This is an optimization exercise on Yosys and OpenROAD, whose aim is small area, not a production implementation.
In this exercise RTL edits were held to simulation tests only and were not proved equivalent to the original.
No activity file was given, so power comes from the tool's default toggle rates. The clock port is modelled as an ideal driver; clocking choices that lean on that would not hold on a real chip.

`design/flow/flow/run.sh`:
```
#!/bin/bash
# Own layout flow: the standard flow (standard.sh, standard synthesis
# unchanged) with two changes to how the layout is made:
#  - every port still gets a buffer, but of the smallest buffer cell (buf_1)
#  - the clock tree is built without dummy loads, from clkbuf_16 with
#    larger sink clusters
# The make output goes to flow.log here; ORFS's own per-step logs stay
# under orfs/logs/.
set -euo pipefail
export BUFFER_PORTS_ARGS="-buffer_cell sky130_fd_sc_hd__buf_1"
export CTS_ARGS="-sink_clustering_enable -repair_clock_nets -dont_use_dummy_load -buf_list sky130_fd_sc_hd__clkbuf_16 -sink_clustering_size 24 -sink_clustering_max_diameter 60"
bash standard.sh > flow.log 2>&1
```
`design/flow/config.mk`:
```
export PLATFORM = sky130hd
export DESIGN_NAME = peak_result_streamer
export DESIGN_NICKNAME = peak_result_streamer
export VERILOG_FILES = /design/flow/design.v
export SDC_FILE = /design/flow/constraint.sdc
export NUM_CORES = 4
export LEC_CHECK = 0
export CAP_MARGIN = 20
export CORE_MARGIN = 2
export CORE_UTILIZATION = 40
export SLEW_MARGIN = 20
```
`design/flow/standard.sh`:
```
#!/bin/bash
# synth_recipe.tcl (not shown) runs the flow's synth.tcl, then flattens the netlist and writes it again
# the make line also repeats each setting of config.mk as NAME=value (left out here)
make -C /OpenROAD-flow-scripts/flow DESIGN_CONFIG=/design/flow/config.mk WORK_HOME=/design/flow/orfs CLKGATE_MAP_FILE= SYNTH_SCRIPT=/design/flow/synth_recipe.tcl "${@:-finish}"
```
`design/flow/design.v`:
```
package peak_result_streamer_pkg;
  localparam int          NOF_RANGE_BINS = 16;
  localparam logic [15:0] HEADER_TAG     = 16'hA55A;
  localparam int BIN_W   = 4;
  localparam int VALUE_W = 32;
  localparam int ADDR_W  = 10;
  localparam int ENTRY_W = VALUE_W + ADDR_W;
  localparam int NOF_SLOTS = NOF_RANGE_BINS + 1;
  localparam int BEAT_COUNT = NOF_RANGE_BINS + 2;
  localparam logic [1:0] ST_IDLE    = 2'd0;
  localparam logic [1:0] ST_HEADER  = 2'd1;
  localparam logic [1:0] ST_RECORD  = 2'd2;
  localparam logic [1:0] ST_TRAILER = 2'd3;
  typedef struct packed {
    logic [VALUE_W-1:0] value;
    logic [ADDR_W-1:0]  addr;
  } peak_entry_t;
endpackage
import peak_result_streamer_pkg::*;
module peak_result_bank
#(
  parameter int Slots = NOF_SLOTS
) (
  input  logic               clk_i,
  input  logic               rst_i,
  input  logic               clr_w_i,
  input  logic               wr_en_i,
  input  logic [BIN_W-1:0]   wr_bin_i,
  input  logic [ENTRY_W-1:0] wr_entry_i,
  input  logic               swap_i,
  input  logic               rd_en_i,
  input  logic [BIN_W-1:0]   rd_bin_i,
  output logic [ENTRY_W-1:0] rd_entry_o
);
  logic [ENTRY_W-1:0] entries [Slots];
  logic [BIN_W-1:0]   tags    [Slots];
  logic [Slots-1:0]   live_w;
  logic [Slots-1:0]   live_r;
  logic [Slots-1:0]   w_hit;
  logic [Slots-1:0]   r_hit;
  logic [Slots-1:0]   free;
  logic [Slots-1:0]   first_free;
  logic [Slots-1:0]   slot_we;
  logic [Slots-1:0]   live_w_nxt;
  logic               any_w_hit;
  always_comb begin
    for (int s = 0; s < Slots; s++) begin
      w_hit[s] = live_w[s] & (tags[s] == wr_bin_i);
      r_hit[s] = rd_en_i & live_r[s] & (tags[s] == rd_bin_i);
      free[s]  = ~live_w[s] & (~live_r[s] | r_hit[s]);
    end
  end
  assign any_w_hit = |w_hit;
  always_comb begin
    logic seen;
    seen = 1'b0;
    for (int s = 0; s < Slots; s++) begin
      first_free[s] = free[s] & ~seen;
      seen          = seen | free[s];
    end
  end
  assign slot_we    = {Slots{wr_en_i}} & (any_w_hit ? w_hit : first_free);
  assign live_w_nxt = (clr_w_i ? '0 : live_w) | slot_we;
  always_ff @(posedge clk_i) begin
    for (int s = 0; s < Slots; s++) begin
      if (slot_we[s]) begin
        entries[s] <= wr_entry_i;
        tags[s]    <= wr_bin_i;
      end
    end
  end
  always_ff @(posedge clk_i or posedge rst_i) begin
    if (rst_i) begin
      live_w <= '0;
      live_r <= '0;
    end else if (swap_i) begin
      live_w <= '0;
      live_r <= live_w_nxt;
    end else begin
      live_w <= live_w_nxt;
      live_r <= live_r & ~r_hit;
    end
  end
  always_comb begin
    rd_entry_o = '0;
    for (int s = 0; s < Slots; s++) begin
      rd_entry_o = rd_entry_o | (r_hit[s] ? entries[s] : '0);
    end
  end
endmodule
import peak_result_streamer_pkg::*;
module peak_result_streamer
#(
  parameter int          NofRangeBins = NOF_RANGE_BINS,
  parameter logic [15:0] HeaderTag    = HEADER_TAG
) (
  input  logic               clk_i,
  input  logic               rst_i,
  input  logic               group_start_i,
  input  logic               pk_valid_i,
  input  logic [BIN_W-1:0]   pk_bin_i,
  input  logic [VALUE_W-1:0] pk_value_i,
  input  logic [ADDR_W-1:0]  pk_addr_i,
  input  logic               group_done_i,
  output logic [15:0]        y0_o,
  output logic [15:0]        y0z_o,
  output logic [15:0]        y1_o,
  output logic [15:0]        y1z_o,
  output logic               data_valid_o,
  output logic               busy_o,
  output logic               overrun_o,
  output logic [15:0]        frame_cnt_o
);
  localparam logic [15:0] Y1zSum = 16'(NofRangeBins + NofRangeBins * (NofRangeBins - 1) / 2);
  logic                    run;
  logic [4:0]              cnt;
  logic                    accept;
  logic                    drop;
  logic                    wr_en;
  logic                    clr_w;
  logic                    hdr_nxt;
  logic                    rec_nxt;
  logic                    trl_nxt;
  logic [ENTRY_W-1:0]      wr_entry;
  logic [NofRangeBins-1:0] mask_w;
  logic [NofRangeBins-1:0] mask_w_nxt;
  logic [NofRangeBins-1:0] mask_r;
  peak_result_streamer_pkg::peak_entry_t rd_entry;
  logic [15:0]             checksum;
  logic [15:0]             chk_nxt;
  logic [15:0]             y0_nxt;
  logic [15:0]             y0z_nxt;
  logic [15:0]             y1_nxt;
  logic [15:0]             y1z_nxt;
  logic [4:0]              empty_bins;
  function automatic logic [4:0] popcount16(input logic [15:0] v);
    logic [4:0] n;
    n = '0;
    for (int i = 0; i < 16; i++) begin
      n = n + {4'd0, v[i]};
    end
    popcount16 = n;
  endfunction
  assign busy_o       = run;
  assign data_valid_o = run & (cnt != 5'd31);
  assign hdr_nxt      = run & (cnt == 5'd31);
  assign rec_nxt      = run & ~cnt[4];
  assign trl_nxt      = run & (cnt == 5'd16);
  assign accept = group_done_i & ~run;
  assign drop   = group_done_i & run;
  assign wr_en  = pk_valid_i & ~drop;
  assign clr_w  = group_start_i | drop;
  assign wr_entry = {pk_value_i, pk_addr_i};
  always_comb begin
    mask_w_nxt = clr_w ? '0 : mask_w;
    if (wr_en) begin
      mask_w_nxt[pk_bin_i] = 1'b1;
    end
  end
  always_ff @(posedge clk_i or posedge rst_i) begin
    if (rst_i) begin
      mask_w <= '0;
    end else begin
      mask_w <= accept ? '0 : mask_w_nxt;
    end
  end
  always_ff @(posedge clk_i) begin
    if (accept) begin
      mask_r <= mask_w_nxt;
    end
  end
  peak_result_bank #(.Slots(NOF_SLOTS)) u_pool (
    .clk_i      (clk_i),
    .rst_i      (rst_i),
    .clr_w_i    (clr_w),
    .wr_en_i    (wr_en),
    .wr_bin_i   (pk_bin_i),
    .wr_entry_i (wr_entry),
    .swap_i     (accept),
    .rd_en_i    (rec_nxt),
    .rd_bin_i   (cnt[3:0]),
    .rd_entry_o (rd_entry)
  );
  assign empty_bins = 5'(NofRangeBins) - popcount16(mask_r);
  assign y0_nxt  = rd_entry.value[15:0]
                 | (hdr_nxt ? HeaderTag : '0)
                 | (trl_nxt ? checksum : '0);
  assign y0z_nxt = rd_entry.value[31:16]
                 | (hdr_nxt ? frame_cnt_o : '0)
                 | (trl_nxt ? ~HeaderTag : '0);
  assign y1_nxt  = 16'(rd_entry.addr)
                 | (hdr_nxt ? 16'(mask_r) : '0)
                 | (trl_nxt ? 16'(empty_bins) : '0);
  assign y1z_nxt = rec_nxt ? 16'(cnt[3:0])
                 : (hdr_nxt ? 16'(NofRangeBins) : '0);
  assign chk_nxt = (hdr_nxt ? Y1zSum : checksum) + y0_nxt + y0z_nxt + y1_nxt;
  always_ff @(posedge clk_i) begin
    checksum <= chk_nxt;
    cnt      <= accept ? 5'd31 : cnt + 5'd1;
  end
  always_ff @(posedge clk_i or posedge rst_i) begin
    if (rst_i) begin
      run          <= 1'b0;
      y0_o         <= '0;
      y0z_o        <= '0;
      y1_o         <= '0;
      y1z_o        <= '0;
      overrun_o    <= 1'b0;
      frame_cnt_o  <= '0;
    end else begin
      if (accept) begin
        run <= 1'b1;
      end else if (cnt == 5'd17) begin
        run <= 1'b0;
      end
      if (drop) begin
        overrun_o <= 1'b1;
      end
      if (trl_nxt) begin
        frame_cnt_o <= frame_cnt_o + 16'd1;
      end
      y0_o  <= y0_nxt;
      y0z_o <= y0z_nxt;
      y1_o  <= y1_nxt;
      y1z_o <= y1z_nxt;
    end
  end
endmodule
```
`design/flow/constraint.sdc`:
```
create_clock -name core_clock -period 12.0 [get_ports {clk_i}]
set_input_delay 2.4000 -clock core_clock [delete_from_list [all_inputs] [get_ports {clk_i}]]
set_output_delay 2.4000 -clock core_clock [all_outputs]
set_load 0.01 [all_outputs]
```
==> results.cfg, run 1 <==
[worst_setup_path]
reg2reg_depth = 27
reg2reg_from = mask_r[7]
end_kind = register
cp.depth = 27
cp.buffers_inverters = 4
endpoint = checksum[15]
cpMostUsedCell = fa_1
r2r-end = checksum[15]
cpPeakStageDelay_ns = 0.56
critical_path_class = register to register
cp_slowest_cell = fa_1
r2r_slack_ns = 3.78
critPathLaunch = mask_r[7]
path_delay_family = adder cells
worst-path-max-fanout = 4
start_kind = register
cp.arrival_ns = 8.71
worstPathRequired_ns = 12.49

[synth]
synthSimpleGateAreaFrac = 0.0596
synth-seq-cells = 940
synthCells = 2316
syn_avg_cell_area_um2 = 16.1
syn-cell-area_um2 = 37300
synth.distinct_cells = 69
synth-xor-area-share = 0.0404
yosysSeqAreaShare = 0.734
yosysWarnings = 4
synth_top_family_by_area = compound AO/OA/AOI/OAI gates
synth_adder_area_share = 0.0337
synth-main-ff-cell = edfxtp_1
synth_mux_area_frac = 0.000838
async_reset_ff_frac = 0.129
synth-compound-area-share = 0.106
synth-edff-count = 798

[drt]
wl_per_cell_um = 31.1
firstDrtPassIters = 7
ant_nets = 0
drc_errors = 0
wl_um = 116000
drt_iter0_drc = 3396
vias = 22700
viasPerCell = 6.12

[clocking]
cts_resized = 0
hold_buffers = 0
numCtsBuffers = 68
tritoncts = yes
postCtsSetupBuffers = 0
clock_sink_count = 940
clkLatencyLatePin_ns = 0.65
htreeDepth = 3
cts_root_buf = clkbuf_16
cts_buffer_depth = 3
clk_pin_slew_ns = 0.07

[timing]
slew_headroom = 0.195
finalCritPeriodShare = 0.685
finalHoldViolations = 0
worst_pin_slew_ns = 1.21
fin_crit_ns = 8.22
tns_ns = 0
setup_viol = 0
finClkSkew_ns = 0.0771
fmax_mhz = 122
slew_violations = 0
rsz0062_at_grt = false

[layout]
ff_latch_area_um2 = 27400
post_route_cells_drive_above_1_share = 0.0800
mostFrequentLayoutCell = edfxtp_1
multi_input_area_um2 = 9300
layout_common_cells = 798 x edfxtp_1, 121 x dfrtp_1, 118 x buf_1, 114 x a22oi_1, 93 x inv_1
syn_to_final_growth_pct = 10.7
final_nets = 2580
nFillCells = 8088

[worst_hold_path]
hold_path.class = register to register

[grt]
globalRouteOverflowTotal = 0
grtUsageMet2 = 0.386
grt_pass1_vias = 22100
grt_pass1_wl_um = 163000
grt_max_degree = 75
grtUsageMet3 = 0.0437
antenna_found_initial = 10
top_usage_layer = met2
grt_use_met1 = 0.334
track_usage = 0.240

[pwr]
leakagePower_nw = 13.7
p_sw_frac = 0.321
pwr-share-seq = 0.471
clkPwrFrac = 0.247
p_total_mw = 8.31
p_int_mw = 5.64
ir_drop_mv = 0.121
comb_power_share = 0.283
p_switching_mw = 2.67
powerDensity_nw_per_um2 = 201

[place]
gp_congestion = 0.897
post-dp-hpwl_um = 64100
port_buffers = 122

[job]
max-cap-violations = 0

[floorplanning]
die-area_um2 = 95800
coreArea_um2 = 92900
rows = 112
die_y_um = 310
die_w_um = 310
num_io_pins = 134
initial_core_util = 0.402

[outcome]
status = complete, no violations
## synthesized netlist by cell type (all sizes together) (8+ instances only)
library cell | n | area (µm²)
and3 | 37 | 231
a222oi | 69 | 691
xor2 | 87 | 769
buf | 42 | 248
nand2 | 85 | 319
a311oi | 8 | 95.1
clkbuf | 89 | 334
o21ai | 20 | 100
nand3 | 52 | 260
a221oi | 74 | 654
inv | 95 | 357
nor2 | 49 | 184
ha | 35 | 438
a221o | 12 | 120
a21oi | 50 | 250
a22oi | 114 | 856
nand2b | 13 | 81.3
nand4b | 8 | 70.1
nand4 | 54 | 338
and4 | 11 | 96.3
dfrtp | 121 | 3030
xnor2 | 82 | 718
and2 | 34 | 213
edfxtp | 798 | 24000
a31oi | 11 | 68.8
nor4 | 12 | 90.1
nor2b | 8 | 50.1
dfxtp | 21 | 420
a22o | 89 | 780
nor3 | 37 | 196
fa | 41 | 821
## power groups by stage
stage | Sequential (mW) | Combinational, mW | Clock (mW)
6_report | 3.91 | 2.35 | 2.05
5_1_grt | 3.93 | 2.57 | 2.20
3_3_place_gp | 3.97 | 2.26 | 0
4_1_cts | 3.91 | 2.34 | 2.08
3_5_place_dp | 3.98 | 2.32 | 0
2_1_floorplan | 3.94 | 1.53 | 0
## through the flow
stage | area [µm²] | cells | setup slack [ns] | hold slack (ns) | util
CTS | 41300 | 3705 | 3.76 | 0.501 | 0.445
global placement | 39600 | 3637 | 3.97 | 0.483 | 0.426
detailed placement | 39600 | 3637 | 3.84 | 0.486 | 0.426
floorplan | 37400 | 2326 | 4.60 | 0.464 | -
global route | 41300 | 3707 | 3.37 | 0.516 | 0.445
finish | 41300 | 3711 | 3.78 | 0.495 | 0.445
## state kept, by name (all words and copies together), names as in the netlist, 16 cells and up
name / flops
u_pool.live_r: 17
y1_o: 16
u_pool.live_w: 17
u_pool.entries: 714
y0_o: 16
checksum: 16
frame_cnt_o: 16
mask_w: 16
mask_r: 16
u_pool.tags: 68
y0z_o: 16
## metal layers
layer	vias up	share of wire
met5	-	0.00049
met4	8	0.027
met3	208	0.097
met2	1315	0.47
met1	11800	0.40
li1	9341	-
## worst min path at each step
stage	startpoint	endpoint	slack (ns)	cells past startpoint
2_1_floorplan	u_pool.entries[7][26]	y0z_o[0]	0.46	2
3_3_place_gp	overrun_o	overrun_o	0.48	1
3_5_place_dp	overrun_o	overrun_o	0.49	1
4_1_cts	overrun_o	overrun_o	0.50	1
5_1_grt	overrun_o	overrun_o	0.52	1
6_report	overrun_o	overrun_o	0.50	1
## layout make-up
| class | count | share of cell area |
|---|---|---|
| flip-flops and latches | 940 | 0.663 |
| multi-input cells | 1160 | 0.225 |
| clock buffers | 68 | 0.0412 |
| well taps | 1254 | 0.0380 |
| repair buffers | 188 | 0.0232 |
| inverters | 95 | 0.00875 |
| diodes | 6 | 0.000363 |
## cells by family (layout without fill, tap and decap cells)
logic type / Yosys count / count (layout)
flip-flops: 940 / 940
XOR/XNOR: 170 / 170
multiplexers: 3 / 3
buffers and inverters: 226 / 351
adder cells (fa/ha/maj): 76 / 76
AND/OR/NAND/NOR: 412 / 412
other: 1 / 17
AO/OA/AOI/OAI: 488 / 488
==> inputs of run 2 (changes only) <==
==> design/flow/run.sh (new file) <==
#!/bin/bash
# synth_recipe.tcl (not shown) runs the flow's synth.tcl, then flattens the netlist and writes it again
# the make line also repeats each setting of config.mk as NAME=value (left out here)
make -C /OpenROAD-flow-scripts/flow DESIGN_CONFIG=/design/flow/config.mk WORK_HOME=/design/flow/orfs CLKGATE_MAP_FILE= SYNTH_SCRIPT=/design/flow/synth_recipe.tcl finish
--- a/design/flow/config.mk
+++ b/design/flow/config.mk
@@ -9,3 +9,6 @@
 export CORE_MARGIN = 2
 export CORE_UTILIZATION = 40
+export CTS_BUF_LIST = sky130_fd_sc_hd__clkbuf_8
+export CTS_CLUSTER_DIAMETER = 50
+export CTS_CLUSTER_SIZE = 18
 export SLEW_MARGIN = 20
removed: design/flow/flow/run.sh
removed: design/flow/standard.sh
==> results.cfg, run 2 <==
[synth]
synth.most_common_cell = edfxtp_1
synth-main-ff-cell = edfxtp_1
synth-edff-count = 798
synth-seq-cells = 940
async_reset_ff_frac = 0.129
synth_top_cells_by_count = 798 x edfxtp_1, 121 x dfrtp_1, 114 x a22oi_1, 94 x inv_1
yosysTopAreaCell = edfxtp_1
synthCells = 2316
yosysWarnings = 4
synth.distinct_cells = 69
syn_avg_cell_area_um2 = 16.1
ys_top_cells_by_area = edfxtp_1 64%, dfrtp_1 8.1%, a22oi_1 2.3%
yosys.area.top_type_share = 0.642
yosysSeqAreaShare = 0.734
syn-cell-area_um2 = 37300

[timing]
finClkSkew_ns = 0.0603
setup_viol = 0
fin_crit_ns = 8.15
slew_violations = 0
tns_ns = 0
rsz0062_at_grt = false
finalHoldViolations = 0
finalCritPeriodShare = 0.679
slew_headroom = 0.190
worst_pin_slew_ns = 1.21
fmax_mhz = 123

[drt]
vias = 22900
drc_errors = 0
drt_iter0_drc = 3281
wl_per_cell_um = 30.3
firstDrtPassIters = 8
wl_um = 116000
ant_nets = 0
viasPerCell = 5.99

[floorplanning]
die-area_um2 = 95800
die_y_um = 310
initial_core_util = 0.402
num_io_pins = 134
die_w_um = 310
coreArea_um2 = 92900
rows = 112

[layout]
mostFrequentLayoutCell = edfxtp_1
final_area_um2 = 42500
largest_reg_flops = 714
post_route_cells_drive_above_1_share = 0.116
syn_to_final_growth_pct = 13.8
top_register = u_pool.entries
top_regs = u_pool.entries: 714 flops, u_pool.tags: 68 flops
layout_common_cells = 798 x edfxtp_1, 121 x dfrtp_1, 118 x clkdlybuf4s50_1, 114 x a22oi_1, 99 x inv_1
final_nets = 2609
stdcell_count = 3822
nFillCells = 8059

[place]
place_inst = 3641
port_buffers = 122
gp_congestion = 0.895
post-dp-hpwl_um = 64800
postPlaceCellArea_um2 = 40400

[worst_hold_path]
hold_path.class = register to register

[pwr]
powerDensity_nw_per_um2 = 200
p_total_mw = 8.51
ir_drop_mv = 0.108
leakagePower_nw = 14.3

[clocking]
clock_sink_count = 940
tritoncts = yes
cts_resized = 0
cts_root_buf = clkbuf_8
hold_buffers = 0
numCtsBuffers = 92
clkLatencyLatePin_ns = 0.75
postCtsSetupBuffers = 0
cts_buffer_depth = 3
htreeDepth = 3
clk_pin_slew_ns = 0.09

[worst_setup_path]
cp_slowest_cell = fa_1
worst-path-max-fanout = 4
critical_path_class = register to register
start_kind = register
end_kind = register
worstPathRequired_ns = 12.63
cp.arrival_ns = 8.79
path_delay_family = adder cells
cpMostUsedCell = fa_1
cpPeakStageDelay_ns = 0.56
cp.buffers_inverters = 4

[grt]
grt_pass1_vias = 22300
track_usage = 0.241
grt_max_degree = 79
top_usage_layer = met2
grtUsageMet2 = 0.396
grtUsageMet3 = 0.0376
grt_use_met1 = 0.333
grt_pass1_wl_um = 164000
globalRouteOverflowTotal = 0
antenna_found_initial = 10

[job]
max-cap-violations = 0

[outcome]
status = complete, no violations
-- run 2: metal layers --
layer  vias to the layer above  part of all wire
met5                         -           0.00027
met4                         4             0.025
met3                       190             0.093
met2                      1281              0.48
met1                     11900              0.40
li1                       9467                 -
-- run 2: cells by family (layout without fill, tap and decap cells) --
| kind of cell | Yosys count | after routing | share of synthesized area |
|---|---|---|---|
| AO/OA/AOI/OAI | 488 | 488 | 0.106 |
| AND/OR/NAND/NOR | 412 | 412 | 0.0596 |
| XOR/XNOR | 170 | 170 | 0.0404 |
| flip-flops | 940 | 940 | 0.734 |
| adder cells (fa/ha/maj) | 76 | 76 | 0.0337 |
| other | 1 | 18 | 0.000100 |
| multiplexers | 3 | 3 | 0.000838 |
| buffers and inverters | 226 | 461 | 0.0251 |
-- run 2: path summary, 6_finish.rpt --
path / endpoint / cells after the start / start / slack, ns
max: checksum[15] / 27 / mask_r[7] / 3.85
min in group asynchronous: y0z_o[12] / 2 / rst_i / 2.22
min reg2reg: overrun_o / 1 / overrun_o / 0.48
max reg2reg: checksum[15] / 27 / mask_r[7] / 3.85
max in group asynchronous: y1_o[0] / 3 / rst_i / 8.41
min: overrun_o / 1 / overrun_o / 0.48
-- run 2: power breakdown --
group          internal (mW)  total (mW)  switching, mW
clock                  0.917        2.19           1.28
sequential              3.77        3.89          0.117
combinational          0.934        2.43           1.49
-- run 2: layout make-up --
type	count	area [µm²]	share of cell area
Clock inverter	77	756	0.0178
Sequential cell	940	27400	0.645
Multi-Input combinational cell	1160	9300	0.219
Antenna cell	7	17.5	0.000412
Timing Repair Buffer	193	1750	0.0413
Tap cell	1254	1570	0.0369
Clock buffer	96	1320	0.0311
Inverter	95	362	0.00851
-- run 2: stage by stage --
step / hold WS [ns] / utilization / setup slack, ns
CTS: 0.486 / 0.457 / 3.84
detailed placement: 0.465 / 0.434 / 3.85
global route: 0.529 / 0.457 / 3.53
finish: 0.482 / 0.457 / 3.85
floorplan: 0.464 / - / 4.60
global placement: 0.472 / 0.434 / 3.98
==> inputs of run 3 (changes only) <==
--- a/design/flow/design.v
+++ b/design/flow/design.v
@@ -31,5 +31,6 @@
   input  logic               rd_en_i,
   input  logic [BIN_W-1:0]   rd_bin_i,
-  output logic [ENTRY_W-1:0] rd_entry_o
+  output logic [ENTRY_W-1:0] rd_entry_o,
+  output logic               rd_hit_o
 );
   logic [ENTRY_W-1:0] entries [Slots];
@@ -52,4 +53,5 @@
   end
   assign any_w_hit = |w_hit;
+  assign rd_hit_o  = |r_hit;
   always_comb begin
     logic seen;
@@ -132,19 +134,14 @@
   logic [15:0]             y0z_nxt;
   logic [15:0]             y1_nxt;
-  logic [15:0]             y1z_nxt;
+  logic [ADDR_W-1:0]       y1_lo;
+  logic [4:0]              cnt_inc;
+  logic                    hdr_on;
+  logic                    rd_hit;
   logic [4:0]              empty_bins;
-  function automatic logic [4:0] popcount16(input logic [15:0] v);
-    logic [4:0] n;
-    n = '0;
-    for (int i = 0; i < 16; i++) begin
-      n = n + {4'd0, v[i]};
-    end
-    popcount16 = n;
-  endfunction
-  assign busy_o       = run;
-  assign data_valid_o = run & (cnt != 5'd31);
-  assign hdr_nxt      = run & (cnt == 5'd31);
-  assign rec_nxt      = run & ~cnt[4];
-  assign trl_nxt      = run & (cnt == 5'd16);
+  assign cnt_inc = cnt + 5'd1;
+  assign busy_o  = run;
+  assign hdr_nxt = run & (cnt == 5'd30);
+  assign rec_nxt = run & ~cnt_inc[4];
+  assign trl_nxt = run & (cnt == 5'd15);
   assign accept = group_done_i & ~run;
   assign drop   = group_done_i & run;
@@ -179,8 +176,8 @@
     .swap_i     (accept),
     .rd_en_i    (rec_nxt),
-    .rd_bin_i   (cnt[3:0]),
-    .rd_entry_o (rd_entry)
+    .rd_bin_i   (cnt_inc[3:0]),
+    .rd_entry_o (rd_entry),
+    .rd_hit_o   (rd_hit)
   );
-  assign empty_bins = 5'(NofRangeBins) - popcount16(mask_r);
   assign y0_nxt  = rd_entry.value[15:0]
                  | (hdr_nxt ? HeaderTag : '0)
@@ -192,10 +189,9 @@
                  | (hdr_nxt ? 16'(mask_r) : '0)
                  | (trl_nxt ? 16'(empty_bins) : '0);
-  assign y1z_nxt = rec_nxt ? 16'(cnt[3:0])
-                 : (hdr_nxt ? 16'(NofRangeBins) : '0);
   assign chk_nxt = (hdr_nxt ? Y1zSum : checksum) + y0_nxt + y0z_nxt + y1_nxt;
   always_ff @(posedge clk_i) begin
     checksum <= chk_nxt;
-    cnt      <= accept ? 5'd31 : cnt + 5'd1;
+    empty_bins <= hdr_nxt ? 5'd0 : empty_bins + 5'(rec_nxt & ~rd_hit);
+    cnt      <= accept ? 5'd30 : cnt_inc;
   end
   always_ff @(posedge clk_i or posedge rst_i) begin
@@ -204,6 +200,5 @@
       y0_o         <= '0;
       y0z_o        <= '0;
-      y1_o         <= '0;
-      y1z_o        <= '0;
+      y1_lo        <= '0;
       overrun_o    <= 1'b0;
       frame_cnt_o  <= '0;
@@ -211,5 +206,5 @@
       if (accept) begin
         run <= 1'b1;
-      end else if (cnt == 5'd17) begin
+      end else if (cnt == 5'd16) begin
         run <= 1'b0;
       end
@@ -222,7 +217,10 @@
       y0_o  <= y0_nxt;
       y0z_o <= y0z_nxt;
-      y1_o  <= y1_nxt;
-      y1z_o <= y1z_nxt;
-    end
-  end
+      y1_lo <= y1_nxt[ADDR_W-1:0];
+    end
+  end
+  assign hdr_on       = run & (cnt == 5'd31);
+  assign data_valid_o = run & (cnt != 5'd30);
+  assign y1_o         = {(hdr_on ? mask_r[NofRangeBins-1:ADDR_W] : '0), y1_lo};
+  assign y1z_o        = {11'd0, hdr_on, (run & ~cnt[4]) ? cnt[3:0] : 4'd0};
 endmodule
==> design/flow/flow/run.sh (new file) <==
#!/bin/bash
# Own layout flow: the standard flow (standard.sh, standard synthesis
# unchanged) with two changes to how the layout is made:
#  - every port still gets a buffer, but of the smallest buffer cell (buf_1)
#  - the clock tree is built without dummy loads, from clkbuf_16 with
#    larger sink clusters
# The make output goes to flow.log here; ORFS's own per-step logs stay
# under orfs/logs/.
set -euo pipefail
CTS_SIZE=32
CTS_DIA=60
export BUFFER_PORTS_ARGS="-buffer_cell sky130_fd_sc_hd__buf_1"
export CTS_ARGS="-sink_clustering_enable -repair_clock_nets -dont_use_dummy_load -buf_list sky130_fd_sc_hd__clkbuf_16 -sink_clustering_size ${CTS_SIZE} -sink_clustering_max_diameter ${CTS_DIA}"
bash standard.sh > flow.log 2>&1
==> design/flow/standard.sh (new file) <==
#!/bin/bash
# synth_recipe.tcl (not shown) runs the flow's synth.tcl, then flattens the netlist and writes it again
# the make line also repeats each setting of config.mk as NAME=value (left out here)
make -C /OpenROAD-flow-scripts/flow DESIGN_CONFIG=/design/flow/config.mk WORK_HOME=/design/flow/orfs CLKGATE_MAP_FILE= SYNTH_SCRIPT=/design/flow/synth_recipe.tcl "${@:-finish}"
==> design/flow/config.mk (replaced) <==
export PLATFORM = sky130hd
export DESIGN_NAME = peak_result_streamer
export DESIGN_NICKNAME = peak_result_streamer
export VERILOG_FILES = /design/flow/design.v
export SDC_FILE = /design/flow/constraint.sdc
export NUM_CORES = 4
export LEC_CHECK = 0
export CAP_MARGIN = 10
export CORE_MARGIN = 2
export CORE_UTILIZATION = 65
export SLEW_MARGIN = 10
removed: design/flow/run.sh
==> results.cfg, run 3 <==
[outcome]
status = complete, no violations

[floorplanning]
coreArea_um2 = 56100
die-area_um2 = 58400
die_y_um = 242
initial_core_util = 0.654
rows = 87
num_io_pins = 134
die_w_um = 242

[clocking]
clkLatencyLatePin_ns = 0.65
tritoncts = yes
numCtsBuffers = 49
cts_root_buf = clkbuf_16
cts_resized = 0
hold_buffers = 0
clock_sink_count = 934
htreeDepth = 2
postCtsSetupBuffers = 0
clk_pin_slew_ns = 0.07
cts_buffer_depth = 3

[grt]
track_usage = 0.350
antenna_found_initial = 6
globalRouteOverflowTotal = 0
grt_pass1_wl_um = 146000
grt_pass1_vias = 21000
grt_max_degree = 60

[drt]
viasPerCell = 6.88
drc_errors = 0
ant_nets = 0
vias = 21700
firstDrtPassIters = 6
wl_um = 102000
wl_per_cell_um = 32.3
drt_iter0_drc = 3342

[synth]
syn-cell-area_um2 = 36700
yosysTopAreaCell = edfxtp_1
synth-main-ff-cell = edfxtp_1
yosysWarnings = 4
synth_top_cells_by_count = 798 x edfxtp_1, 156 x a22oi_1, 115 x nand2_1, 110 x dfrtp_1, 95 x xnor2_1
synth-seq-cells = 934
yosys.area.top_type_share = 0.653
yosysSeqAreaShare = 0.742
synth.most_common_cell = edfxtp_1
syn_avg_cell_area_um2 = 16.2
synth.distinct_cells = 75
async_reset_ff_frac = 0.118
synthCells = 2267
ys_top_cells_by_area = edfxtp_1 65%, dfrtp_1 7.5%, a22oi_1 3.2%
synth-edff-count = 798

[timing]
fmax_mhz = 135
fin_crit_ns = 7.41
setup_viol = 0
finalCritPeriodShare = 0.617
finalHoldViolations = 0
slew_headroom = 0.254
finClkSkew_ns = 0.0864
rsz0062_at_grt = false
tns_ns = 0
worst_pin_slew_ns = 1.12
slew_violations = 0

[layout]
syn_to_final_growth_pct = 7.43
layout_common_cells = 798 x edfxtp_1, 156 x a22oi_1, 118 x buf_1, 115 x nand2_1, 110 x dfrtp_1
top_regs = u_pool.entries: 714 flops, u_pool.tags: 68 flops
top_register = u_pool.entries
post-route-util = 0.703
mostFrequentLayoutCell = edfxtp_1
largest_reg_flops = 714
post_route_cells_drive_above_1_share = 0.0733
final_nets = 2497

[worst_setup_path]
cp.buffers_inverters = 4
worst-path-max-fanout = 35
cp.arrival_ns = 7.93
end_kind = register
critical_path_class = register to register
worstPathRequired_ns = 12.52
cp_slowest_cell = nor4_4
start_kind = register
cpPeakStageDelay_ns = 0.75
path_delay_family = simple AND/OR/NAND/NOR gates

[pwr]
leakagePower_nw = 13.3
ir_drop_mv = 0.197
powerDensity_nw_per_um2 = 203

[place]
post-dp-hpwl_um = 56000
port_buffers = 122
gp_congestion = 0.828

[job]
max-cap-violations = 0

[worst_hold_path]
hold_path.class = register to register
run 3: cell types whose count changed after synthesis, moves of 12 or more:
cell,change
buf_2,+20
a22o_1,-45
nor2_1,+15
inv_1,-18
a221o_1,-12
a22oi_1,+42
nand4_1,-12
nor3_1,-19
a21oi_1,-12
xnor2_1,+13
nand2_1,+30
clkbuf_1,-26
run 3: final cells by class:
type                            instances  area [µm²]
Antenna cell                            4        10.0
Clock buffer                           49        1230
Fill cell                            3706       16600
Inverter                               78         298
Multi-Input combinational cell       1144        8790
Sequential cell                       934       27200
Tap cell                              756         946
Timing Repair Buffer                  182         913
run 3: stage by stage:
| step | hold slack [ns] | worst slack [ns] | area, µm² | power (mW) | cells |
|---|---|---|---|---|---|
| after global routing | 0.520 | 4.22 | 39400 | 8.38 | 3145 |
| after floorplan | 0.470 | 5.26 | 36700 | 5.58 | 2277 |
| after detailed placement | 0.461 | 4.74 | 38200 | 6.39 | 3094 |
| after global placement | 0.452 | 4.92 | 38200 | 6.32 | 3094 |
| final | 0.480 | 4.59 | 39400 | 8.02 | 3147 |
| after CTS | 0.481 | 4.71 | 39400 | 8.02 | 3143 |
run 3: kinds of logic (layout without fill, tap and decap cells):
| logic type | Yosys count | in the layout | share of synthesized area |
|---|---|---|---|
| other cells | 1 | 15 | 0.000102 |
| simple gates | 448 | 448 | 0.0669 |
| fa+ha+maj | 57 | 57 | 0.0256 |
| mux | 3 | 3 | 0.000853 |
| xor+xnor | 174 | 174 | 0.0430 |
| buf+inv | 199 | 309 | 0.0232 |
| compound gates | 451 | 451 | 0.0981 |
| flops | 934 | 934 | 0.742 |
run 3: worst paths after layout:
| kind | depth (start not counted) | slack [ns] | end | start |
|---|---|---|---|---|
| max | 27 | 4.59 | checksum[14] | cnt[1] |
| min | 1 | 0.48 | overrun_o | overrun_o |
| max reg2reg | 27 | 4.59 | checksum[14] | cnt[1] |
| min reg2reg | 1 | 0.48 | overrun_o | overrun_o |
| max in group asynchronous | 3 | 8.80 | u_pool.live_w[4] | rst_i |
| min in group asynchronous | 2 | 1.86 | y0_o[2] | rst_i |
run 3: per-layer routing:
| metal | GRT usage | routed length, µm | vias to the layer above |
|---|---|---|---|
| met5 | 0 | 37 | - |
| met4 | 0.109 | 3080 | 6 |
| met3 | 0.0799 | 12700 | 187 |
| met2 | 0.539 | 46900 | 1367 |
| met1 | 0.507 | 39000 | 11000 |
| li1 | - | - | 9052 |
run 3: worst reg2reg max path, stage by stage (launching register included):
cell     delay, ns
dfxtp_1       0.35
ha_1          0.26
and3_1        0.22
ha_1          0.29
and2_1        0.32
buf_4         0.30
nand3_1       0.16
nor4_4        0.75
buf_4         0.66
a22oi_1       0.18
nand4_1       0.15
nor2_1        0.06
nand3_1       0.15
inv_1         0.08
fa_1          0.49
fa_1          0.55
inv_1         0.06
ha_1          0.27
a21o_1        0.16
a21oi_1       0.24
nor2b_1       0.08
o21ai_0       0.58
a21oi_1       0.20
nand4_1       0.17
a31oi_1       0.13
a21o_1        0.21
a21oi_1       0.18
xnor2_1       0.13
run 3: power by group:
| group | total, mW | switching, mW | leakage [nW] | internal, mW |
|---|---|---|---|---|
| Clock | 1.67 | 0.945 | 0.604 | 0.726 |
| Sequential | 3.90 | 0.132 | 8.90 | 3.77 |
| Combinational | 2.44 | 1.54 | 3.82 | 0.907 |
| Total | 8.02 | 2.61 | 13.3 | 5.41 |
==> inputs of run 4 (changes only) <==
--- a/design/flow/flow/run.sh
+++ b/design/flow/flow/run.sh
@@ -9,5 +9,5 @@
 set -euo pipefail
 CTS_SIZE=32
-CTS_DIA=60
+CTS_DIA=80
 export BUFFER_PORTS_ARGS="-buffer_cell sky130_fd_sc_hd__buf_1"
 export CTS_ARGS="-sink_clustering_enable -repair_clock_nets -dont_use_dummy_load -buf_list sky130_fd_sc_hd__clkbuf_16 -sink_clustering_size ${CTS_SIZE} -sink_clustering_max_diameter ${CTS_DIA}"
--- a/design/flow/config.mk
+++ b/design/flow/config.mk
@@ -8,4 +8,4 @@
 export CAP_MARGIN = 10
 export CORE_MARGIN = 2
-export CORE_UTILIZATION = 65
+export CORE_UTILIZATION = 40
 export SLEW_MARGIN = 10
==> results.cfg, run 4 <==
[outcome]
status = complete, no violations

[worst_setup_path]
cp.arrival_ns = 7.87
r2r-end = checksum[15]
critical_path_class = register to register
reg2reg_from = cnt[0]
worstPathRequired_ns = 12.49
reg2reg_depth = 26
worst-path-max-fanout = 28
end_kind = register
critPathLaunch = cnt[0]
r2r_slack_ns = 4.62
start_kind = register

[clocking]
postCtsSetupBuffers = 0
clock_sink_count = 934
cts_resized = 0
hold_buffers = 0
htreeDepth = 2
tritoncts = yes
clk_pin_slew_ns = 0.12
clkLatencyLatePin_ns = 0.62
numCtsBuffers = 39
cts_root_buf = clkbuf_16
cts_buffer_depth = 3

[synth]
syn_avg_cell_area_um2 = 16.2
synth-edff-count = 798
synth.most_common_cell = edfxtp_1
synthCells = 2267
yosysSeqAreaShare = 0.742
syn-cell-area_um2 = 36700
yosysTopAreaCell = edfxtp_1
yosysWarnings = 4
ys_top_cells_by_area = edfxtp_1 65%, dfrtp_1 7.5%, a22oi_1 3.2%
synth-seq-cells = 934
synth_top_cells_by_count = 798 x edfxtp_1, 156 x a22oi_1, 115 x nand2_1, 110 x dfrtp_1, 95 x xnor2_1
synth.distinct_cells = 75
yosys.area.top_type_share = 0.653
synth-main-ff-cell = edfxtp_1
async_reset_ff_frac = 0.118

[pwr]
leakagePower_nw = 13.2
ir_drop_mv = 0.150
p_total_mw = 7.87
powerDensity_nw_per_um2 = 198

[grt]
grt_pass1_wl_um = 153000
grt_pass1_vias = 20900
antenna_found_initial = 7
grt_max_degree = 63
globalRouteOverflowTotal = 0
track_usage = 0.228

[timing]
setup_viol = 0
rsz0062_at_grt = false
fin_crit_ns = 7.38
slew_violations = 0
finalCritPeriodShare = 0.615
finalHoldViolations = 0
fmax_mhz = 136
fin_ws_ns = 4.62
finClkSkew_ns = 0.0871
worst_pin_slew_ns = 1.24
whs_ns = 0.483
tns_ns = 0
slew_headroom = 0.175

[drt]
wl_per_cell_um = 30.7
vias = 21400
viasPerCell = 6.00
top_layer = met5
firstDrtPassIters = 7
ant_nets = 0
drt_iter0_drc = 3365
wl_met2_um = 52400
wl_um = 109000
drc_errors = 0
dr_wl_met3_um = 9420
wl_met1_um = 43400

[layout]
final_nets = 2485
post-route-util = 0.435
nFillCells = 7949
layout_common_cells = 798 x edfxtp_1, 156 x a22oi_1, 118 x buf_1, 115 x nand2_1, 110 x dfrtp_1
final_area_um2 = 39700
post_route_cells_drive_above_1_share = 0.0686
top_regs = u_pool.entries: 714 flops, u_pool.tags: 68 flops
top_register = u_pool.entries
stdcell_count = 3564
mostFrequentLayoutCell = edfxtp_1
largest_reg_flops = 714
syn_to_final_growth_pct = 8.23

[worst_hold_path]
whs_path_depth = 1
hold_path.class = register to register
min_to = overrun_o
hp-start = overrun_o

[place]
place_inst = 3522
place_ws_ns = 4.58
post-dp-hpwl_um = 60600
postPlaceCellArea_um2 = 38700
gp_congestion = 0.817
port_buffers = 122

[floorplanning]
rows = 111
initial_core_util = 0.402
num_io_pins = 134
coreArea_um2 = 91200
die-area_um2 = 94200
die_y_um = 307
die_w_um = 307

[job]
max-cap-violations = 0
run 4: cell counts after synthesis:
No cell type changed its count.
run 4: kinds of logic (layout without fill, tap and decap cells):
logic type | count (synthesis) | after routing | share of synthesized area
compound gates | 451 | 451 | 0.0981
xor+xnor | 174 | 174 | 0.0430
fa+ha+maj | 57 | 57 | 0.0256
buf+inv | 199 | 297 | 0.0232
flops | 934 | 934 | 0.742
mux | 3 | 3 | 0.000853
other cells | 1 | 14 | 0.000102
simple gates | 448 | 448 | 0.0669
run 4: layer usage:
metal / vias to the layer above / global-route usage
met2: 1121 / 0.378
met4: 4 / 0.0783
met5: - / 0
met3: 171 / 0.0367
li1: 9010 / -
met1: 11100 / 0.307
run 4: worst max-delay path by stage:
stage          slack, ns                    to  cells after the start
3_3_place_gp        4.72          checksum[15]                     26
4_1_cts             4.61          checksum[15]                     26
2_1_floorplan       5.26  u_pool.entries[5][0]                      9
6_report            4.62          checksum[15]                     26
3_5_place_dp        4.58          checksum[15]                     26
5_1_grt             4.22          checksum[15]                     26
run 4: where the power goes:
group / total, mW / switching [mW] / internal [mW] / leakage [nW]
clock: 1.53 / 0.939 / 0.589 / 0.481
sequential: 3.90 / 0.128 / 3.77 / 8.90
combinational: 2.44 / 1.55 / 0.895 / 3.81
total: 7.87 / 2.61 / 5.25 / 13.2
run 4: worst max-delay path, stage by stage (launching register included):
cell and delay, ns:
dfxtp_1 0.34, buf_4 0.37, inv_1 0.15, ha_1 0.30, buf_4 0.34, xnor2_1 0.17, nand4_1 0.16, nor3_4 0.94
buf_4 0.60, a22oi_1 0.13, nand4_1 0.12, nor2_1 0.06, nand4_1 0.10, inv_1 0.09, fa_1 0.56, fa_1 0.46
fa_1 0.44, nor2b_1 0.13, o21ai_0 0.11, a21boi_0 0.51, o211ai_1 0.15, a21boi_0 0.27, o21a_1 0.18, o21ai_0 0.10
a21oi_1 0.23, a31oi_1 0.14, xnor2_1 0.14
run 4: cell type report:
| class | count | area (µm²) | share of cell area |
|---|---|---|---|
| diodes | 3 | 7.51 | 0.000189 |
| clock buffers | 39 | 976 | 0.0246 |
| inverters | 78 | 298 | 0.00750 |
| multi-input cells | 1144 | 8810 | 0.222 |
| flip-flops and latches | 934 | 27200 | 0.686 |
| well taps | 1186 | 1480 | 0.0374 |
| repair buffers | 180 | 898 | 0.0226 |
==> inputs of run 5 (changes only) <==
--- a/design/flow/config.mk
+++ b/design/flow/config.mk
@@ -6,6 +6,7 @@
 export NUM_CORES = 4
 export LEC_CHECK = 0
-export CAP_MARGIN = 10
+export CAP_MARGIN = 0
 export CORE_MARGIN = 2
 export CORE_UTILIZATION = 40
-export SLEW_MARGIN = 10
+export PLACE_DENSITY = 0.75
+export SLEW_MARGIN = 0
==> results.cfg, run 5 <==
[grt]
antenna_found_initial = 14
grt_pass1_wl_um = 149000
grt_pass1_vias = 21200
track_usage = 0.218
globalRouteOverflowTotal = 0
grt_max_degree = 62

[synth]
yosysTopAreaCell = edfxtp_1
synthSimpleGateAreaFrac = 0.0669
synth-xor-area-share = 0.0430
synth-compound-area-share = 0.0981
async_reset_ff_frac = 0.118
yosysSeqAreaShare = 0.742
synth-edff-count = 798
syn-cell-area_um2 = 36700
synth_top_cells_by_count = 798 x edfxtp_1, 156 x a22oi_1, 115 x nand2_1, 110 x dfrtp_1, 95 x xnor2_1
synth_top_family_by_area = compound AO/OA/AOI/OAI gates
yosysWarnings = 4
ys_top_cells_by_area = edfxtp_1 65%, dfrtp_1 7.5%, a22oi_1 3.2%
synth.most_common_cell = edfxtp_1
synth-main-ff-cell = edfxtp_1
synth.distinct_cells = 75
yosys.area.top_type_share = 0.653
synthCells = 2267
synth_adder_area_share = 0.0256
synth_mux_area_frac = 0.000853
synth-seq-cells = 934
syn_avg_cell_area_um2 = 16.2

[timing]
fmax_mhz = 131
fin_ws_ns = 4.35
worst_pin_slew_ns = 1.34
slew_headroom = 0.108
tns_ns = 0
rsz0062_at_grt = false
finClkSkew_ns = 0.0751
slew_violations = 0
fin_crit_ns = 7.65
whs_ns = 0.490
finalHoldViolations = 0
finalCritPeriodShare = 0.637
setup_viol = 0

[worst_setup_path]
start_kind = register
end_kind = register
worstPathRequired_ns = 12.50
critical_path_class = register to register
worst-path-max-fanout = 37
cp.arrival_ns = 8.15

[floorplanning]
coreArea_um2 = 91200
die-area_um2 = 94200
die_y_um = 307
num_io_pins = 134
die_w_um = 307
initial_core_util = 0.402
rows = 111

[pwr]
ir_drop_mv = 0.161
p_total_mw = 7.80
p_switching_mw = 2.59
leakagePower_nw = 13.1
p_sw_frac = 0.331
powerDensity_nw_per_um2 = 197
p_int_mw = 5.22
pwr-share-seq = 0.501
clkPwrFrac = 0.190
comb_power_share = 0.310

[clocking]
htreeDepth = 2
clock_sink_count = 934
hold_buffers = 0
clkLatencyLatePin_ns = 0.62
numCtsBuffers = 37
cts_root_buf = clkbuf_16
clk_pin_slew_ns = 0.11
tritoncts = yes
cts_buffer_depth = 3
cts_resized = 0
postCtsSetupBuffers = 0

[layout]
final_area_um2 = 39600
post_route_cells_drive_above_1_share = 0.0659
mostFrequentLayoutCell = edfxtp_1
largest_reg_flops = 714
final_nets = 2478
stdcell_count = 3561
top_regs = u_pool.entries: 714 flops, u_pool.tags: 68 flops
syn_to_final_growth_pct = 7.96
layout_common_cells = 798 x edfxtp_1, 156 x a22oi_1, 118 x buf_1, 115 x nand2_1, 110 x dfrtp_1
post-route-util = 0.434
top_register = u_pool.entries

[drt]
drc_errors = 0
wl_um = 104000
ant_nets = 0
vias = 21800
wl_per_cell_um = 29.2
firstDrtPassIters = 9
drt_iter0_drc = 3564
viasPerCell = 6.13

[place]
postPlaceCellArea_um2 = 38700
port_buffers = 122
place_ws_ns = 4.58
post-dp-hpwl_um = 57700
gp_congestion = 0.810
place_inst = 3517

[outcome]
status = complete, no violations

[worst_hold_path]
hold_path.class = register to register

[job]
max-cap-violations = 0
==> run 5: logic make-up (layout without fill, tap and decap cells) <==
kind of cell	count (synthesis)	after routing
AO/OA/AOI/OAI	451	451
other	1	18
buffers and inverters	199	290
AND/OR/NAND/NOR	448	448
flip-flops	934	934
adder cells (fa/ha/maj)	57	57
multiplexers	3	3
XOR/XNOR	174	174
==> run 5: layer usage <==
layer	global-route usage	up-vias	wire (µm)
met4	0.0964	16	4700
met3	0.0426	254	12000
met5	0	-	93
li1	-	9001	-
met2	0.359	1558	49700
met1	0.281	11000	37600
==> run 5: cell type report <==
cell class                      count  area [µm²]
Clock buffer                       37         926
Sequential cell                   934       27200
Fill cell                        7811       51600
Inverter                           78         298
Antenna cell                        7        17.5
Tap cell                         1186        1480
Timing Repair Buffer              175         861
Multi-Input combinational cell   1144        8790
==> run 5: worst paths after layout <==
| check | to | from | slack (ns) | cells after the start |
|---|---|---|---|---|
| setup / recovery | checksum[15] | cnt[1] | 4.35 | 24 |
| hold / removal | overrun_o | overrun_o | 0.49 | 1 |
| setup reg to reg | checksum[15] | cnt[1] | 4.35 | 24 |
| hold reg to reg | overrun_o | overrun_o | 0.49 | 1 |
| max in group asynchronous | y0z_o[4] | rst_i | 8.70 | 3 |
| min in group asynchronous | run | rst_i | 1.90 | 2 |
==> run 5: power by group through the flow <==
stage	clock (mW)	sequential (mW)	combinational, mW
after floorplan	0	3.93	1.65
after global placement	0	3.97	2.34
after detailed placement	0	3.98	2.41
after CTS	1.49	3.90	2.42
after global routing	1.58	3.92	2.65
final	1.48	3.91	2.42
==> run 5: critical path: stages, from the launching register on <==
cell,delay [ns]
dfxtp_1,0.36
ha_1,0.26
and3_1,0.23
ha_1,0.30
and2_1,0.74
nand4_1,0.29
nor3_4,0.71
buf_4,0.69
a222oi_1,0.19
nand2_1,0.18
fa_1,0.45
fa_1,0.49
ha_1,0.18
inv_1,0.07
fa_1,0.46
nor2b_1,0.12
o21ai_0,0.11
a21boi_0,0.55
o211ai_1,0.16
a21boi_0,0.26
o21a_1,0.16
o21ai_0,0.10
a21oi_1,0.22
a31oi_1,0.14
xnor2_1,0.14
==> inputs of run 6 (changes only) <==
--- a/design/flow/flow/run.sh
+++ b/design/flow/flow/run.sh
@@ -8,7 +8,7 @@
 # under orfs/logs/.
 set -euo pipefail
-CTS_SIZE=32
-CTS_DIA=80
+CTS_SIZE=20
+CTS_DIA=60
 export BUFFER_PORTS_ARGS="-buffer_cell sky130_fd_sc_hd__buf_1"
-export CTS_ARGS="-sink_clustering_enable -repair_clock_nets -dont_use_dummy_load -buf_list sky130_fd_sc_hd__clkbuf_16 -sink_clustering_size ${CTS_SIZE} -sink_clustering_max_diameter ${CTS_DIA}"
+export CTS_ARGS="-sink_clustering_enable -repair_clock_nets -dont_use_dummy_load -buf_list {sky130_fd_sc_hd__clkbuf_8 sky130_fd_sc_hd__clkbuf_16} -sink_clustering_size ${CTS_SIZE} -sink_clustering_max_diameter ${CTS_DIA}"
 bash standard.sh > flow.log 2>&1
==> results.cfg, run 6 <==
[clocking]
cts_root_buf = clkbuf_16
cts_resized = 0
clock_sink_count = 934
cts_buffer_depth = 3
tritoncts = yes
hold_buffers = 0
numCtsBuffers = 56
clkLatencyLatePin_ns = 0.68
clk_pin_slew_ns = 0.08
htreeDepth = 2
postCtsSetupBuffers = 0

[timing]
slew_violations = 0
finClkSkew_ns = 0.105
fin_ws_ns = 4.49
setup_viol = 0
fmax_mhz = 133
worst_pin_slew_ns = 1.34
slew_headroom = 0.106
fin_crit_ns = 7.51
tns_ns = 0
finalCritPeriodShare = 0.626
rsz0062_at_grt = false
finalHoldViolations = 0

[job]
max-cap-violations = 0

[drt]
vias = 22000
firstDrtPassIters = 7
drc_errors = 0
viasPerCell = 6.13
drt_iter0_drc = 3616
wl_um = 105000
ant_nets = 0
wl_per_cell_um = 29.2

[place]
place_inst = 3517
port_buffers = 122
post-dp-hpwl_um = 57700
postPlaceCellArea_um2 = 38700
gp_congestion = 0.810
place_ws_ns = 4.58

[layout]
top_register = u_pool.entries
stdcell_count = 3580
final_nets = 2497
post_route_cells_drive_above_1_share = 0.0733
mostFrequentLayoutCell = edfxtp_1
top_regs = u_pool.entries: 714 flops, u_pool.tags: 68 flops
layout_common_cells = 798 x edfxtp_1, 156 x a22oi_1, 118 x buf_1, 115 x nand2_1, 110 x dfrtp_1
largest_reg_flops = 714
nFillCells = 7777
syn_to_final_growth_pct = 9.26
final_area_um2 = 40100

[worst_setup_path]
end_kind = register
critical_path_class = register to register
cpPeakStageDelay_ns = 0.72
worst-path-max-fanout = 37
cp.arrival_ns = 8.06
worstPathRequired_ns = 12.55
path_cells = ha_1, and3_1, ha_1, and2_1, nand4_1, nor3_4, buf_4, a222oi_1, nand2_1, fa_1, fa_1, ha_1, inv_1, fa_1, nor2b_1, o21ai_0, a21boi_0, o211ai_1, a21boi_0, o21a_1, o21ai_0, a21oi_1, a31oi_1, xnor2_1
start_kind = register
cp_slowest_cell = and2_1

[synth]
synth.most_common_cell = edfxtp_1
async_reset_ff_frac = 0.118
synth_top_cells_by_count = 798 x edfxtp_1, 156 x a22oi_1, 115 x nand2_1, 110 x dfrtp_1, 95 x xnor2_1
yosysWarnings = 4
synth.distinct_cells = 75
yosys.area.top_type_share = 0.653
synthCells = 2267
ys_top_cells_by_area = edfxtp_1 65%, dfrtp_1 7.5%, a22oi_1 3.2%
synth-edff-count = 798
synth-seq-cells = 934
syn-cell-area_um2 = 36700
synth-main-ff-cell = edfxtp_1
yosysTopAreaCell = edfxtp_1
syn_avg_cell_area_um2 = 16.2
yosysSeqAreaShare = 0.742

[worst_hold_path]
hold_path.class = register to register

[pwr]
powerDensity_nw_per_um2 = 203
ir_drop_mv = 0.149
leakagePower_nw = 13.4
p_total_mw = 8.13

[floorplanning]
num_io_pins = 134
die_w_um = 307
initial_core_util = 0.402
die-area_um2 = 94200
coreArea_um2 = 91200
die_y_um = 307
rows = 111

[grt]
grt_pass1_wl_um = 150000
globalRouteOverflowTotal = 0
grt_pass1_vias = 21500
grt_max_degree = 62
antenna_found_initial = 13
track_usage = 0.220

[outcome]
status = complete, no violations
[run 6: changes by cell type in the layout (fill, tap and decap cells not counted), sizes merged]
cell and delta:
clkbuf +19
[run 6: final timing paths]
| path | slack, ns | endpoint | cells after the start | startpoint |
|---|---|---|---|---|
| worst max-delay path | 4.49 | checksum[15] | 24 | cnt[1] |
| worst min-delay path | 0.48 | overrun_o | 1 | overrun_o |
| worst max register to register | 4.49 | checksum[15] | 24 | cnt[1] |
| worst min register to register | 0.48 | overrun_o | 1 | overrun_o |
| max in group asynchronous | 8.74 | mask_w[0] | 3 | rst_i |
| min in group asynchronous | 1.87 | y0_o[4] | 2 | rst_i |
[run 6: critical path: cells and delay by family (launching register included)]
kind,cells,cell delay (ns)
AOI/OAI and AO/OA,9,1.83
xor gates and xnor gates,1,0.14
adders and majority gates,6,2.13
buffers and inverters,2,0.77
DFF,1,0.35
and+or+nand+nor,6,2.24
[run 6: layout make-up]
type | instances | area, µm² | share of cell area
multi-input combinational | 1144 | 8790 | 0.219
inverter | 78 | 298 | 0.00743
clock buffer | 56 | 1400 | 0.0350
timing repair buffer | 175 | 861 | 0.0215
antenna | 7 | 17.5 | 0.000437
tap | 1186 | 1480 | 0.0370
sequential | 934 | 27200 | 0.679
[run 6: kinds of logic after synthesis]
group | Yosys count | synth area share
multiplexers | 3 | 0.000853
adder cells (fa/ha/maj) | 57 | 0.0256
flip-flops | 934 | 0.742
AO/OA/AOI/OAI | 451 | 0.0981
other | 1 | 0.000102
buffers and inverters | 199 | 0.0232
XOR/XNOR | 174 | 0.0430
AND/OR/NAND/NOR | 448 | 0.0669
[run 6: power by group]
group | switching (mW) | internal (mW)
logic | 1.53 | 0.887
clock network | 0.974 | 0.822
registers | 0.136 | 3.77
total | 2.64 | 5.48
[run 6: per-stage QoR]
step                utilization  hold slack, ns
floorplan                     -           0.470
global placement          0.424           0.470
detailed placement        0.424           0.468
CTS                       0.439           0.480
global route              0.439           0.495
finish                    0.439           0.482
[run 6: per-layer routing]
layer / GRT usage / wire length, µm / up-vias / part of all wire
met1: 0.283 / 38400 / 11200 / 0.37
met2: 0.361 / 50200 / 1469 / 0.48
met3: 0.0449 / 11400 / 237 / 0.11
met5: 0 / 87 / - / 0.00083
met4: 0.0960 / 4400 / 14 / 0.042
li1: - / - / 9061 / -
==> inputs of run 7 (changes only) <==
--- a/design/flow/flow/run.sh
+++ b/design/flow/flow/run.sh
@@ -8,7 +8,7 @@
 # under orfs/logs/.
 set -euo pipefail
-CTS_SIZE=20
-CTS_DIA=60
+CTS_SIZE=19
+CTS_DIA=50
 export BUFFER_PORTS_ARGS="-buffer_cell sky130_fd_sc_hd__buf_1"
-export CTS_ARGS="-sink_clustering_enable -repair_clock_nets -dont_use_dummy_load -buf_list {sky130_fd_sc_hd__clkbuf_8 sky130_fd_sc_hd__clkbuf_16} -sink_clustering_size ${CTS_SIZE} -sink_clustering_max_diameter ${CTS_DIA}"
+export CTS_ARGS="-sink_clustering_enable -repair_clock_nets -dont_use_dummy_load -buf_list sky130_fd_sc_hd__clkbuf_8 -sink_clustering_size ${CTS_SIZE} -sink_clustering_max_diameter ${CTS_DIA}"
 bash standard.sh > flow.log 2>&1
==> results.cfg, run 7 <==
[outcome]
status = complete, no violations

[worst_setup_path]
cp.arrival_ns = 8.11
r2r_slack_ns = 4.49
reg2reg_depth = 24
reg2reg_from = cnt[1]
r2r-end = checksum[15]
cpPeakStageDelay_ns = 0.73
endpoint = checksum[15]
start_kind = register
cp.buffers_inverters = 2
path_cells = ha_1, and3_1, ha_1, and2_1, nand4_1, nor3_4, buf_4, a222oi_1, nand2_1, fa_1, fa_1, ha_1, inv_1, fa_1, nor2b_1, o21ai_0, a21boi_0, o211ai_1, a21boi_0, o21a_1, o21ai_0, a21oi_1, a31oi_1, xnor2_1
cp_slowest_cell = and2_1
end_kind = register
critical_path_class = register to register
cp.depth = 24
worst-path-max-fanout = 37
critPathLaunch = cnt[1]
worstPathRequired_ns = 12.60
path_delay_family = simple AND/OR/NAND/NOR gates

[clocking]
cts_buffer_depth = 3
tritoncts = yes
postCtsSetupBuffers = 0
cts_resized = 0
clock_sink_count = 934
htreeDepth = 3
clkLatencyLatePin_ns = 0.75
clk_pin_slew_ns = 0.10
hold_buffers = 0
cts_root_buf = clkbuf_8
numCtsBuffers = 70

[pwr]
powerDensity_nw_per_um2 = 197
leakagePower_nw = 13.2
ir_drop_mv = 0.187
p_total_mw = 7.79

[grt]
grt_use_met1 = 0.282
top_usage_layer = met2
globalRouteOverflowTotal = 0
grtUsageMet2 = 0.360
grt_max_degree = 62
antenna_found_initial = 15
grtUsageMet3 = 0.0431
grt_pass1_vias = 21500
track_usage = 0.220
grt_pass1_wl_um = 150000

[layout]
mostFrequentLayoutCell = edfxtp_1
final_nets = 2511
layout_common_cells = 798 x edfxtp_1, 156 x a22oi_1, 118 x buf_1, 115 x nand2_1, 110 x dfrtp_1
syn_to_final_growth_pct = 8.05
top_regs = u_pool.entries: 714 flops, u_pool.tags: 68 flops
ff_latch_area_um2 = 27200
top_register = u_pool.entries
multi_input_area_um2 = 8790
largest_reg_flops = 714
post_route_cells_drive_above_1_share = 0.0787
nFillCells = 7805

[synth]
yosys.area.top_type_share = 0.653
syn-cell-area_um2 = 36700
synth-main-ff-cell = edfxtp_1
synth.most_common_cell = edfxtp_1
ys_top_cells_by_area = edfxtp_1 65%, dfrtp_1 7.5%, a22oi_1 3.2%
synth.distinct_cells = 75
synth-seq-cells = 934
synth_top_cells_by_count = 798 x edfxtp_1, 156 x a22oi_1, 115 x nand2_1, 110 x dfrtp_1, 95 x xnor2_1
yosysSeqAreaShare = 0.742
synth-edff-count = 798
synthCells = 2267
yosysWarnings = 4
syn_avg_cell_area_um2 = 16.2
yosysTopAreaCell = edfxtp_1
async_reset_ff_frac = 0.118

[job]
max-cap-violations = 0

[floorplanning]
rows = 111
die_w_um = 307
initial_core_util = 0.402
coreArea_um2 = 91200
num_io_pins = 134
die_y_um = 307
die-area_um2 = 94200

[worst_hold_path]
hold_path.class = register to register

[timing]
finalCritPeriodShare = 0.626
slew_violations = 0
worst_pin_slew_ns = 1.33
finalHoldViolations = 0
rsz0062_at_grt = false
fmax_mhz = 133
tns_ns = 0
finClkSkew_ns = 0.153
slew_headroom = 0.116
fin_crit_ns = 7.51
setup_viol = 0

[place]
port_buffers = 122
post-dp-hpwl_um = 57700
gp_congestion = 0.810

[drt]
ant_nets = 0
wl_per_cell_um = 29.0
vias = 22000
viasPerCell = 6.12
firstDrtPassIters = 9
wl_um = 104000
drt_iter0_drc = 3476
drc_errors = 0
run 7: cell types whose count changed in the layout (fill, tap and decap cells not counted), sizes merged:
| cell | delta |
|---|---|
| clkbuf | +14 |
| diode | -2 |
run 7: power breakdown:
part           switching (mW)  internal [mW]
combinational            1.53          0.885
clock                   0.951          0.525
sequential              0.134           3.77
run 7: how the worst min path moves through the flow:
stage / startpoint / end / slack, ns / depth (start not counted)
after floorplan: u_pool.entries[1][26] / y0z_o[0] / 0.47 / 2
after global placement: overrun_o / overrun_o / 0.47 / 1
after detailed placement: overrun_o / overrun_o / 0.47 / 1
after CTS: overrun_o / overrun_o / 0.50 / 1
after global routing: overrun_o / overrun_o / 0.51 / 1
final: overrun_o / overrun_o / 0.49 / 1
run 7: logic make-up after synthesis:
kind of cell	after synthesis	synth area share
buf+inv	199	0.0232
simple gates	448	0.0669
xor+xnor	174	0.0430
mux	3	0.000853
compound gates	451	0.0981
other cells	1	0.000102
fa+ha+maj	57	0.0256
flops	934	0.742
run 7: final cells by class:
cell class,instances,area share
Clock buffer,70,0.0243
Tap cell,1186,0.0374
Inverter,78,0.00751
Antenna cell,5,0.000316
Multi-Input combinational cell,1144,0.222
Sequential cell,934,0.687
Timing Repair Buffer,175,0.0217
run 7: stage by stage:
stage	utilization	hold WS [ns]	setup WS (ns)	instance area (µm²)	instances
3_5_place_dp	0.424	0.468	4.58	38700	3517
5_1_grt	0.434	0.505	3.93	39600	3591
4_1_cts	0.434	0.495	4.63	39600	3587
3_3_place_gp	0.424	0.470	4.68	38700	3517
6_report	0.434	0.489	4.49	39600	3592
2_1_floorplan	-	0.470	5.26	36700	2277
run 7: layer usage:
metal  share of wire  routed length, µm  vias up
met1            0.36              37800    11100
met3            0.12              12100      263
met5          0.0010                105        -
li1                -                  -     9063
met4           0.043               4530       18
met2            0.48              49800     1580
run 7: worst reg2reg max path, cell delays in order, from the launching register on:
cell      delay (ns)
dfxtp_1         0.36
ha_1            0.26
and3_1          0.23
ha_1            0.30
and2_1          0.73
nand4_1         0.28
nor3_4          0.69
buf_4           0.70
a222oi_1        0.19
nand2_1         0.19
fa_1            0.45
fa_1            0.49
ha_1            0.18
inv_1           0.07
fa_1            0.46
nor2b_1         0.12
o21ai_0         0.11
a21boi_0        0.52
o211ai_1        0.14
a21boi_0        0.25
o21a_1          0.17
o21ai_0         0.10
a21oi_1         0.22
a31oi_1         0.14
xnor2_1         0.14

[port drivers added, routing unchanged]
The results above use ideal ports. As a check the final layouts listed here were re-extracted and re-timed, cells and wires unchanged. Step 1 sets driving cells, clkbuf_16 on the clock port and buf_2 on the other inputs (assumed; they add their load-dependent delay and slew). Step 2 also shifts input and output timing later by t, the mid clock arrival at the registers, as if the neighbouring blocks saw the same clock. a / b / c = ideal / step 1 / step 2; a / b = the first two.
run | t (ns) | slack for setup (ns) | worst hold slack (ns) | worst setup path after step 2 | worst data-port slew with drivers (ns)
run 1 | 0.675 | 3.783 / 3.783 / 3.783 | 0.495 / 0.495 / 0.495 | register to register | 0.16
run 2 | 0.782 | 3.848 / 3.848 / 3.848 | 0.482 / 0.482 / 0.482 | register to register | 0.14
run 3 | 0.673 | 4.592 / 4.592 / 4.592 | 0.480 / 0.480 / 0.480 | register to register | 0.14
run 4 | 0.643 | 4.620 / 4.620 / 4.620 | 0.483 / 0.483 / 0.483 | register to register | 0.14
run 5 | 0.651 | 4.353 / 4.353 / 4.353 | 0.490 / 0.490 / 0.490 | register to register | 0.17
run 6 | 0.677 | 4.485 / 4.485 / 4.485 | 0.482 / 0.482 / 0.482 | register to register | 0.17
run 7 | 0.729 | 4.487 / 4.487 / 4.487 | 0.489 / 0.489 / 0.489 | register to register | 0.16
After both steps every run listed still meets setup and hold.
